This design comes from an exercise in tuning for small area, a short achievable clock period and few clock cycles per item on the open sky130 flow, not from production work. RTL that was checked went through simulation tests only; none was proved equivalent to the original. No activity file was given, so power comes from the tool's default toggle rates.

==> inputs of job 3671 <==
==> flow/design.v <==
`default_nettype none
package qdv_pkg;
    typedef enum logic [1:0] {
        OP_EDGE_A = 2'd0,
        OP_EDGE_B = 2'd1,
        OP_QUERY  = 2'd2,
        OP_RESET  = 2'd3
    } op_t;
    typedef enum logic [1:0] {
        ST_IDLE,
        ST_MUL,
        ST_DIV,
        ST_DONE
    } state_t;
    localparam int unsigned CNT_W   = 32;
    localparam int unsigned SCALE_W = 20;
    localparam int unsigned PROD_W  = 51;
    localparam int unsigned STEP_W  = 6;
    localparam logic [SCALE_W-1:0] US_PER_SEC = SCALE_W'(1000000);
    typedef struct packed {
        op_t         opcode;
        logic        level_a;
        logic        level_b;
        logic [31:0] time_us;
    } in_item_t;
    typedef struct packed {
        logic signed [31:0] tick_count;
        logic signed [31:0] velocity;
        logic               velocity_valid;
    } out_item_t;
endpackage
`default_nettype wire
`default_nettype none
module quadrature_decoder_velocity_core
(
    input  wire logic      clk,
    input  wire logic      rst_n,
    input  wire logic      in_valid,
    output logic           in_stall,
    input  wire logic [35:0] in_data_bits,
    output logic           out_valid,
    input  wire logic      out_stall,
    output logic [64:0]    out_data_bits
);
    localparam int FD = 16;              
    localparam int MW = 45;              
    localparam logic [MW-1:0] SCALE    = MW'(15625);              
    localparam logic [MW-1:0] MAG_MAX1 = MW'(45'h1e847fffc2f7);   
    localparam logic [MW-1:0] MAG_MAX2 = MW'(45'h1e847fff85ee);   
    localparam logic [1:0] C_QRY = 2'd0;
    localparam logic [1:0] C_UP  = 2'd1;
    localparam logic [1:0] C_DN  = 2'd2;
    localparam logic [1:0] C_RST = 2'd3;
    logic        ivalid;
    logic [34:0] ibuf;           
    logic        eqz;            
    logic        stall_r;
    logic        proc;           
    logic        in_fire;
    logic [1:0]  in_op;
    logic [31:0] in_time;
    logic        in_up;
    logic        is_query;
    assign in_op    = ibuf[34:33];
    assign in_time  = ibuf[31:0];
    assign in_up    = ibuf[32];
    assign is_query = (in_op == qdv_pkg::OP_QUERY);
    assign in_stall = stall_r;
    assign in_fire  = in_valid && !stall_r;
    logic [1:0]  fifo_mem [FD];
    logic [4:0]  fcnt;
    logic        fne, ffull;     
    logic [1:0]  head;
    logic [1:0]  push_code;
    logic        pop;
    assign head = fifo_mem[0];
    logic          msgn;
    logic [MW-1:0] mag;
    logic          mzero, mmin, mmax;    
    logic [31:0]   snap_time;
    logic [31:0]   dt_now;
    logic          snap_upd;             
    qdv_add #(.N(32)) u_dt (.a(in_time), .b(~snap_time), .ci(1'b1), .y(dt_now), .co());
    logic        busy, done;
    logic [31:0] dv;             
    logic [32:0] rem;            
    logic [32:0] sq;             
    logic [5:0]  cnt;            
    logic        dneg, dzero, dsat;
    logic       proc_keep, proc_pop;
    assign proc_keep = ivalid && !ffull && !(is_query && busy);
    assign proc_pop  = ivalid && !ffull && !(is_query && busy && head != C_QRY);
    assign proc      = pop ? proc_pop : proc_keep;
    assign snap_upd  = proc && (in_op == qdv_pkg::OP_RESET || (is_query && !eqz));
    logic       ivalid_keep, ivalid_pop, isq_n;
    logic [4:0] fc_keep, fc_pop;
    logic       busy_keep, busy_pop;
    logic       stall_keep, stall_pop;
    assign ivalid_keep = in_fire || (ivalid && !proc_keep);
    assign ivalid_pop  = in_fire || (ivalid && !proc_pop);
    assign isq_n       = in_fire ? (in_data_bits[35:34] == qdv_pkg::OP_QUERY) : is_query;
    assign fc_keep     = fcnt + {4'd0, proc_keep};
    assign fc_pop      = fcnt + {4'd0, proc_pop} - 5'd1;
    assign busy_keep   = (proc_keep && is_query) || busy;
    assign busy_pop    = (proc_pop && is_query) || (busy && head != C_QRY);
    assign stall_keep  = ivalid_keep && ((fc_keep == 5'(FD)) || (isq_n && busy_keep));
    assign stall_pop   = ivalid_pop && ((fc_pop == 5'(FD)) || (isq_n && busy_pop));
    always_ff @(posedge clk or negedge rst_n)
    begin
        if (!rst_n)
        begin
            ivalid  <= 1'b0;
            stall_r <= 1'b0;
            fcnt    <= '0;
            fne     <= 1'b0;
            ffull   <= 1'b0;
            busy    <= 1'b0;
        end
        else
        begin
            ivalid  <= pop ? ivalid_pop : ivalid_keep;
            stall_r <= pop ? stall_pop : stall_keep;
            fcnt    <= pop ? fc_pop : fc_keep;
            fne     <= pop ? (fc_pop != '0) : (fc_keep != '0);
            ffull   <= pop ? (fc_pop == 5'(FD)) : (fc_keep == 5'(FD));
            busy    <= pop ? busy_pop : busy_keep;
        end
    end
    logic eq_old, eq_new;
    assign eq_old = (in_data_bits[31:0] == snap_time);
    assign eq_new = (in_data_bits[31:0] == in_time);
    always_ff @(posedge clk)
    begin
        if (in_fire)
        begin
            ibuf <= {in_data_bits[35:34],
                     in_data_bits[34] ^ (in_data_bits[33] != in_data_bits[32]),
                     in_data_bits[31:0]};
            eqz  <= snap_upd ? eq_new : eq_old;
        end
    end
    always_comb
    begin
        case (in_op)
            qdv_pkg::OP_EDGE_A, qdv_pkg::OP_EDGE_B: push_code = in_up ? C_UP : C_DN;
            qdv_pkg::OP_QUERY:                      push_code = C_QRY;
            default:                                push_code = C_RST;
        endcase
    end
    always_ff @(posedge clk)
    begin
        for (int i = 0; i < FD; i++)
        begin
            if (pop)
            begin
                if (proc && fcnt == 5'(i + 1))
                    fifo_mem[i] <= push_code;
                else if (i != FD - 1)
                    fifo_mem[i] <= fifo_mem[(i + 1) % FD];
            end
            else if (proc && fcnt == 5'(i))
                fifo_mem[i] <= push_code;
        end
    end
    logic           mag_add;
    logic [MW-1:0]  mag_step;
    logic           sgn_step;
    logic [13:0]    lo_add, lo_sub;
    logic           c_add, c_sub;
    logic [MW-15:0] t_inc, t_dec;
    logic [MW-1:0]  mag_inc, mag_dec;
    assign mag_add = mzero || (in_up ? !msgn : (msgn && !mmin));
    qdv_add #(.N(14)) u_mag_add (.a(mag[13:0]), .b(SCALE[13:0]), .ci(1'b0),
        .y(lo_add), .co(c_add));
    qdv_add #(.N(14)) u_mag_sub (.a(mag[13:0]), .b(~SCALE[13:0]), .ci(1'b1),
        .y(lo_sub), .co(c_sub));
    qdv_pand #(.N(MW-14)) u_mag_inc (.x(mag[MW-1:14]), .t(t_inc));
    qdv_pand #(.N(MW-14)) u_mag_dec (.x(~mag[MW-1:14]), .t(t_dec));
    assign mag_inc  = {mag[MW-1:14] ^ (t_inc & {(MW-14){c_add}}), lo_add};
    assign mag_dec  = {mag[MW-1:14] ^ (t_dec & {(MW-14){!c_sub}}), lo_sub};
    assign mag_step = mag_add ? mag_inc : mag_dec;
    always_comb
    begin
        if (mzero)
            sgn_step = !in_up;
        else if (mmin && !in_up)
            sgn_step = 1'b0;         
        else if (mmax && in_up)
            sgn_step = 1'b1;         
        else
            sgn_step = msgn;
    end
    always_ff @(posedge clk or negedge rst_n)
    begin
        if (!rst_n)
        begin
            msgn      <= 1'b0;
            mag       <= '0;
            mzero     <= 1'b1;
            mmin      <= 1'b0;
            mmax      <= 1'b0;
            snap_time <= '0;
        end
        else if (proc)
        begin
            if (!in_op[1])
            begin
                mag  <= mag_step;
                msgn <= sgn_step;
                if (in_up)
                begin
                    mzero <= msgn && (mag == SCALE);
                    mmin  <= mmax;
                    mmax  <= !msgn && (mag == MAG_MAX2);
                end
                else
                begin
                    mzero <= !msgn && (mag == SCALE);
                    mmin  <= msgn && (mag == MAG_MAX1);
                    mmax  <= mmin;
                end
            end
            else if (snap_upd)
            begin
                mag       <= '0;
                msgn      <= 1'b0;
                mzero     <= 1'b1;
                mmin      <= 1'b0;
                mmax      <= 1'b0;
                snap_time <= in_time;
            end
        end
    end
    logic        rneg;
    logic [31:0] dv_hi;          
    logic [31:0] dv_rev;
    logic [33:0] trial;
    logic        qbit;
    logic        skip16, skip8, skip4, skip2;
    assign rneg = rem[32];
    always_comb
        for (int p = 0; p < 32; p++)
            dv_rev[p] = !dv[31 - p];
    logic [31:0] dv_hr;
    qdv_pand #(.N(32)) u_dvhi (.x(dv_rev), .t(dv_hr));
    always_comb
        for (int p = 0; p < 32; p++)
            dv_hi[p] = dv_hr[31 - p];
    always_comb
    begin
        logic [31:0] m16, m8, m4, m2;
        for (int j = 0; j < 32; j++)
        begin
            m16[j] = (j + 16 >= 32) ? 1'b1 : dv_hi[(j + 16) % 32];
            m8[j]  = (j + 8 >= 32) ? 1'b1 : dv_hi[(j + 8) % 32];
            m4[j]  = (j + 4 >= 32) ? 1'b1 : dv_hi[(j + 4) % 32];
            m2[j]  = (j + 2 >= 32) ? 1'b1 : dv_hi[(j + 2) % 32];
        end
        skip16 = !rneg && (cnt >= 6'd16) && ((rem[31:0] & m16) == '0) && ((sq[32:17] & dv_hi[15:0]) == '0);
        skip8  = !rneg && (cnt >= 6'd8)  && ((rem[31:0] & m8) == '0)  && ((sq[32:25] & dv_hi[7:0]) == '0);
        skip4  = !rneg && (cnt >= 6'd4)  && ((rem[31:0] & m4) == '0)  && ((sq[32:29] & dv_hi[3:0]) == '0);
        skip2  = !rneg && (cnt >= 6'd2)  && ((rem[31:0] & m2) == '0)  && ((sq[32:31] & dv_hi[1:0]) == '0);
    end
    qdv_add #(.N(34)) u_trial (.a({rem, sq[32]}),
        .b(rneg ? {2'b00, dv} : ~{2'b00, dv}), .ci(!rneg), .y(trial), .co());
    assign qbit = !trial[33];
    logic [31:0] quo, quo_t, quo_neg;
    logic [31:0] vel;
    logic        vsat;
    assign quo = sq[31:0];
    qdv_pand #(.N(32)) u_neg (.x(~quo), .t(quo_t));
    assign quo_neg = quo ^ ~quo_t;
    assign vsat    = dsat || (quo[31] && (!dneg || !quo_t[31]));
    always_comb
    begin
        if (dzero)
            vel = '0;
        else if (vsat)
            vel = dneg ? 32'h8000_0000 : 32'h7fff_ffff;
        else
            vel = dneg ? quo_neg : quo;
    end
    always_ff @(posedge clk or negedge rst_n)
    begin
        if (!rst_n)
            done <= 1'b0;
        else if (proc && is_query)
            done <= eqz;
        else if (pop && head == C_QRY)
            done <= 1'b0;
        else if (busy && !done)
        begin
            if (dsat)
                done <= 1'b1;
            else if (skip16 || skip8 || skip4 || skip2)
            begin
                if (cnt == (skip16 ? 6'd16 : skip8 ? 6'd8 : skip4 ? 6'd4 : 6'd2))
                    done <= 1'b1;
            end
            else if (cnt == 6'd1)
                done <= 1'b1;
        end
    end
    always_ff @(posedge clk)
    begin
        if (proc && is_query)
        begin
            dv    <= dt_now;
            dzero <= eqz;
            dneg  <= msgn;
            dsat  <= 1'b0;
            rem   <= {15'd0, mag[44:27]};
            sq    <= {mag[26:0], 6'd0};
            cnt   <= 6'd33;
        end
        else if (busy && !done)
        begin
            if (skip16)
            begin
                rem <= {rem[16:0], sq[32:17]};
                sq  <= {sq[16:0], 16'd0};
                cnt <= cnt - 6'd16;
            end
            else if (skip8)
            begin
                rem <= {rem[24:0], sq[32:25]};
                sq  <= {sq[24:0], 8'd0};
                cnt <= cnt - 6'd8;
            end
            else if (skip4)
            begin
                rem <= {rem[28:0], sq[32:29]};
                sq  <= {sq[28:0], 4'd0};
                cnt <= cnt - 6'd4;
            end
            else if (skip2)
            begin
                rem <= {rem[30:0], sq[32:31]};
                sq  <= {sq[30:0], 2'd0};
                cnt <= cnt - 6'd2;
            end
            else
            begin
                rem <= trial[32:0];
                sq  <= {sq[31:0], qbit};
                cnt <= cnt - 6'd1;
                if (cnt == 6'd33 && qbit)
                    dsat <= 1'b1;
            end
        end
    end
    logic        ovalid;
    logic [31:0] otick;
    logic [31:0] ovel;
    logic        ovv;
    logic        hok;            
    logic [31:0] tick_ti, tick_td, tick_next;
    qdv_pand #(.N(32)) u_tick_i (.x(otick), .t(tick_ti));
    qdv_pand #(.N(32)) u_tick_d (.x(~otick), .t(tick_td));
    always_comb
    begin
        case (head)
            C_UP:    tick_next = otick ^ tick_ti;
            C_DN:    tick_next = otick ^ tick_td;
            C_RST:   tick_next = '0;
            default: tick_next = otick;
        endcase
    end
    assign hok = fne && (head != C_QRY || done);
    assign pop = hok && (!ovalid || !out_stall);
    always_ff @(posedge clk or negedge rst_n)
    begin
        if (!rst_n)
        begin
            ovalid <= 1'b0;
            otick  <= '0;
        end
        else
        begin
            ovalid <= pop || (ovalid && out_stall);
            otick  <= pop ? tick_next : otick;
        end
    end
    always_ff @(posedge clk)
    begin
        if (pop)
        begin
            ovel <= (head == C_QRY) ? vel : '0;
            ovv  <= (head == C_QRY) && !dzero;
        end
    end
    assign out_valid     = ovalid;
    assign out_data_bits = {otick, ovel, ovv};
endmodule
module qdv_add #(parameter int N = 32)
(
    input  wire logic [N-1:0] a,
    input  wire logic [N-1:0] b,
    input  wire logic         ci,
    output logic [N-1:0]      y,
    output logic              co
);
    logic [N-1:0] p, g, gg, pg;
    always_comb
    begin
        p  = a ^ b;
        g  = a & b;
        g[0] = g[0] | (p[0] & ci);
        gg = g;
        pg = p;
        for (int l = 1; l < N; l = l * 2)
            for (int i = 0; i < N; i++)
                if ((i & l) != 0)
                begin
                    gg[i] = gg[i] | (pg[i] & gg[(i & ~(2 * l - 1)) + l - 1]);
                    pg[i] = pg[i] & pg[(i & ~(2 * l - 1)) + l - 1];
                end
    end
    assign y  = p ^ {gg[N-2:0], ci};
    assign co = gg[N-1];
endmodule
module qdv_pand #(parameter int N = 32)
(
    input  wire logic [N-1:0] x,
    output logic [N-1:0]      t
);
    logic [N-1:0] q;
    always_comb
    begin
        q = x;
        for (int l = 1; l < N; l = l * 2)
            for (int i = 0; i < N; i++)
                if ((i & l) != 0)
                    q[i] = q[i] & q[(i & ~(2 * l - 1)) + l - 1];
    end
    assign t = {q[N-2:0], 1'b1};
endmodule
`default_nettype wire
==> flow/run.sh <==
#!/bin/bash
# synth_recipe.tcl (not shown) runs the flow's synth.tcl, then flattens the netlist and writes it again
# the make line also repeats each setting of config.mk as NAME=value (left out here)
make -C /OpenROAD-flow-scripts/flow DESIGN_CONFIG=/design/flow/config.mk WORK_HOME=/design/flow/orfs CLKGATE_MAP_FILE= SYNTH_SCRIPT=/design/flow/synth_recipe.tcl finish
==> flow/config.mk <==
export PLATFORM = sky130hd
export DESIGN_NAME = quadrature_decoder_velocity_core
export DESIGN_NICKNAME = quadrature_decoder_velocity_core
export VERILOG_FILES = /design/flow/design.v
export SDC_FILE = /design/flow/constraint.sdc
export NUM_CORES = 4
export LEC_CHECK = 0
export CAP_MARGIN = 20
export CORE_MARGIN = 2
export CORE_UTILIZATION = 55
export PLACE_DENSITY = 0.65
export SETUP_SLACK_MARGIN = 4.3
export SLEW_MARGIN = 20
==> flow/constraint.sdc <==
create_clock -name core_clock -period 8.0 [get_ports {clk}]
set_input_delay 1.6000 -clock core_clock [delete_from_list [all_inputs] [get_ports {clk}]]
set_output_delay 1.6000 -clock core_clock [all_outputs]
set_load 0.01 [all_outputs]
==> job 1501 (differences from job 3671) <==
--- a/flow/design.v
+++ b/flow/design.v
@@ -87,24 +87,20 @@
     logic [32:0] sq;             
     logic [5:0]  cnt;            
     logic        dneg, dzero, dsat;
-    logic       proc_keep, proc_pop;
-    assign proc_keep = ivalid && !ffull && !(is_query && busy);
-    assign proc_pop  = ivalid && !ffull && !(is_query && busy && head != C_QRY);
-    assign proc      = pop ? proc_pop : proc_keep;
-    assign snap_upd  = proc && (in_op == qdv_pkg::OP_RESET || (is_query && !eqz));
-    logic       ivalid_keep, ivalid_pop, isq_n;
+    assign proc     = ivalid && !ffull && !(is_query && busy);
+    assign snap_upd = proc && (in_op == qdv_pkg::OP_RESET || (is_query && !eqz));
+    logic       ivalid_n, isq_n;
     logic [4:0] fc_keep, fc_pop;
     logic       busy_keep, busy_pop;
     logic       stall_keep, stall_pop;
-    assign ivalid_keep = in_fire || (ivalid && !proc_keep);
-    assign ivalid_pop  = in_fire || (ivalid && !proc_pop);
-    assign isq_n       = in_fire ? (in_data_bits[35:34] == qdv_pkg::OP_QUERY) : is_query;
-    assign fc_keep     = fcnt + {4'd0, proc_keep};
-    assign fc_pop      = fcnt + {4'd0, proc_pop} - 5'd1;
-    assign busy_keep   = (proc_keep && is_query) || busy;
-    assign busy_pop    = (proc_pop && is_query) || (busy && head != C_QRY);
-    assign stall_keep  = ivalid_keep && ((fc_keep == 5'(FD)) || (isq_n && busy_keep));
-    assign stall_pop   = ivalid_pop && ((fc_pop == 5'(FD)) || (isq_n && busy_pop));
+    assign ivalid_n   = in_fire || (ivalid && !proc);
+    assign isq_n      = in_fire ? (in_data_bits[35:34] == qdv_pkg::OP_QUERY) : is_query;
+    assign fc_keep    = fcnt + {4'd0, proc};
+    assign fc_pop     = fcnt + {4'd0, proc} - 5'd1;
+    assign busy_keep  = (proc && is_query) || busy;
+    assign busy_pop   = (proc && is_query) || (busy && head != C_QRY);
+    assign stall_keep = ivalid_n && ((fc_keep == 5'(FD)) || (isq_n && busy_keep));
+    assign stall_pop  = ivalid_n && ((fc_pop == 5'(FD)) || (isq_n && busy_pop));
     always_ff @(posedge clk or negedge rst_n)
     begin
         if (!rst_n)
@@ -118,7 +114,7 @@
         end
         else
         begin
-            ivalid  <= pop ? ivalid_pop : ivalid_keep;
+            ivalid  <= ivalid_n;
             stall_r <= pop ? stall_pop : stall_keep;
             fcnt    <= pop ? fc_pop : fc_keep;
             fne     <= pop ? (fc_pop != '0) : (fc_keep != '0);
@@ -290,14 +286,12 @@
             done <= 1'b0;
         else if (busy && !done)
         begin
-            if (dsat)
-                done <= 1'b1;
-            else if (skip16 || skip8 || skip4 || skip2)
+            if (skip16 || skip8 || skip4 || skip2)
             begin
                 if (cnt == (skip16 ? 6'd16 : skip8 ? 6'd8 : skip4 ? 6'd4 : 6'd2))
                     done <= 1'b1;
             end
-            else if (cnt == 6'd1)
+            else if (cnt == 6'd1 || (cnt == 6'd33 && qbit))
                 done <= 1'b1;
         end
     end
--- a/flow/config.mk
+++ b/flow/config.mk
@@ -7,7 +7,5 @@
 export LEC_CHECK = 0
 export CAP_MARGIN = 20
 export CORE_MARGIN = 2
-export CORE_UTILIZATION = 55
-export PLACE_DENSITY = 0.65
-export SETUP_SLACK_MARGIN = 4.3
+export CORE_UTILIZATION = 40
 export SLEW_MARGIN = 20
==> job 7249 (differences from job 3671) <==
--- a/flow/config.mk
+++ b/flow/config.mk
@@ -8,6 +8,8 @@
 export CAP_MARGIN = 20
 export CORE_MARGIN = 2
 export CORE_UTILIZATION = 55
+export CTS_CLUSTER_DIAMETER = 100
+export CTS_CLUSTER_SIZE = 30
 export PLACE_DENSITY = 0.65
-export SETUP_SLACK_MARGIN = 4.3
+export SETUP_SLACK_MARGIN = 4.4
 export SLEW_MARGIN = 20
==> summary.md <==
| Metric | Value |
|---|---|
| Initial Util | `0.405` |
| Cell Area, Synth | `around 22,000 µm²` |
| Commonest cells post-synth | `nand2_1, nor2_1, a21oi_1, o21ai_0, edfxtp_1` |
| Share of post-route cells with drive strength above 1 | `0.0592` |
| RSZ-0062 raised after global routing | `no` |
| Post-Synth Simple-Gate Area | `0.182` |
| Inst Count DP | `3,222` |
| Status | `complete, no violations` |
| Wirelength per Cell | `20.8 µm` |
| Internal | `between 6 and 7 mW` |
| Main area contributors after synthesis | `edfxtp_1, dfrtp_1, ha_1` |
-- figures above: job 1501

==> summary.md <==
| Metric | Value |
|---|---|
| Status | `complete, no violations` |
| Die ar. | `about 42,000 µm²` |
| Wirelength per Cell | `between 20 and 25 µm` |
| Post-Synth Simple-Gate Area | `0.171` |
| Switching share of power | `0.473` |
| Cell Area, Synth | `22,200 µm²` |
| Initial Util | `0.559` |
| Commonest cells post-synth | `nor2_1, a21oi_1, nand2_1, o21ai_0, edfxtp_1` |
| Inst Count DP | `2,990` |
| Share of post-route cells with drive strength above 1 | `0.101` |
| Internal | `approximately 6.3 mW` |
-- figures above: job 7249

==> summary.md <==
| Metric | Value |
|---|---|
| Status | `complete, no violations` |
| RSZ-0062 raised after global routing | `yes` |
| Inst Count DP | `roughly 3k` |
| Wirelength per Cell | `roughly 22 µm` |
| Main area contributors after synthesis | `edfxtp_1, dfrtp_1, ha_1` |
| Non-clk invs | `roughly 120` |
| Share of post-route cells with drive strength above 1 | `0.104` |
| Internal | `about 6.8 mW` |
| Commonest cells post-synth | `nor2_1, a21oi_1, nand2_1, o21ai_0, edfxtp_1` |
| Startpoint types | `flip-flop` |
| Post-Synth Simple-Gate Area | `0.171` |
| Initial Util | `0.559` |
| Cell Area, Synth | `between 20,000 and 25,000 µm²` |
-- figures above: job 3671

Testbench counts of job 3671, summed over its fixed seeds: cycles 32,309, items 24,063.
Testbench counts of job 7249, summed over its fixed seeds: cycles 32,309, items 24,063.
For job 1501, only the layout was checked, not whether the RTL still works.

-- static timing again, ports no longer ideal --
Ports are ideal in the flow. The routed layouts listed here were re-timed in OpenROAD. Step 1 sets driving cells, clkbuf_16 on the clock port and buf_2 on the other inputs (assumed; they add their load-dependent delay and slew). Step 2 moves the port delays by t, midway between the first and last clock arrival at a register: inputs arrive t later, outputs are due t later. That takes back most of the time a late clock gives input paths. Three values: no drivers, after step 1, after step 2; two values: the first two.
run	t (ns)	setup slack, ns	worst slew at a driven data input, ns
job 3671	0.625	4.243 / 4.243 / 3.771	0.05
job 1501	0.619	3.103 / 3.103 / 3.103	0.08
job 7249	0.607	4.362 / 4.362 / 4.045	0.05
After both steps every run listed still meets setup and hold. For job 3671, which loses most, drivers alone change the setup slack by 0.000 ns; drivers and shift together by -0.472 ns.
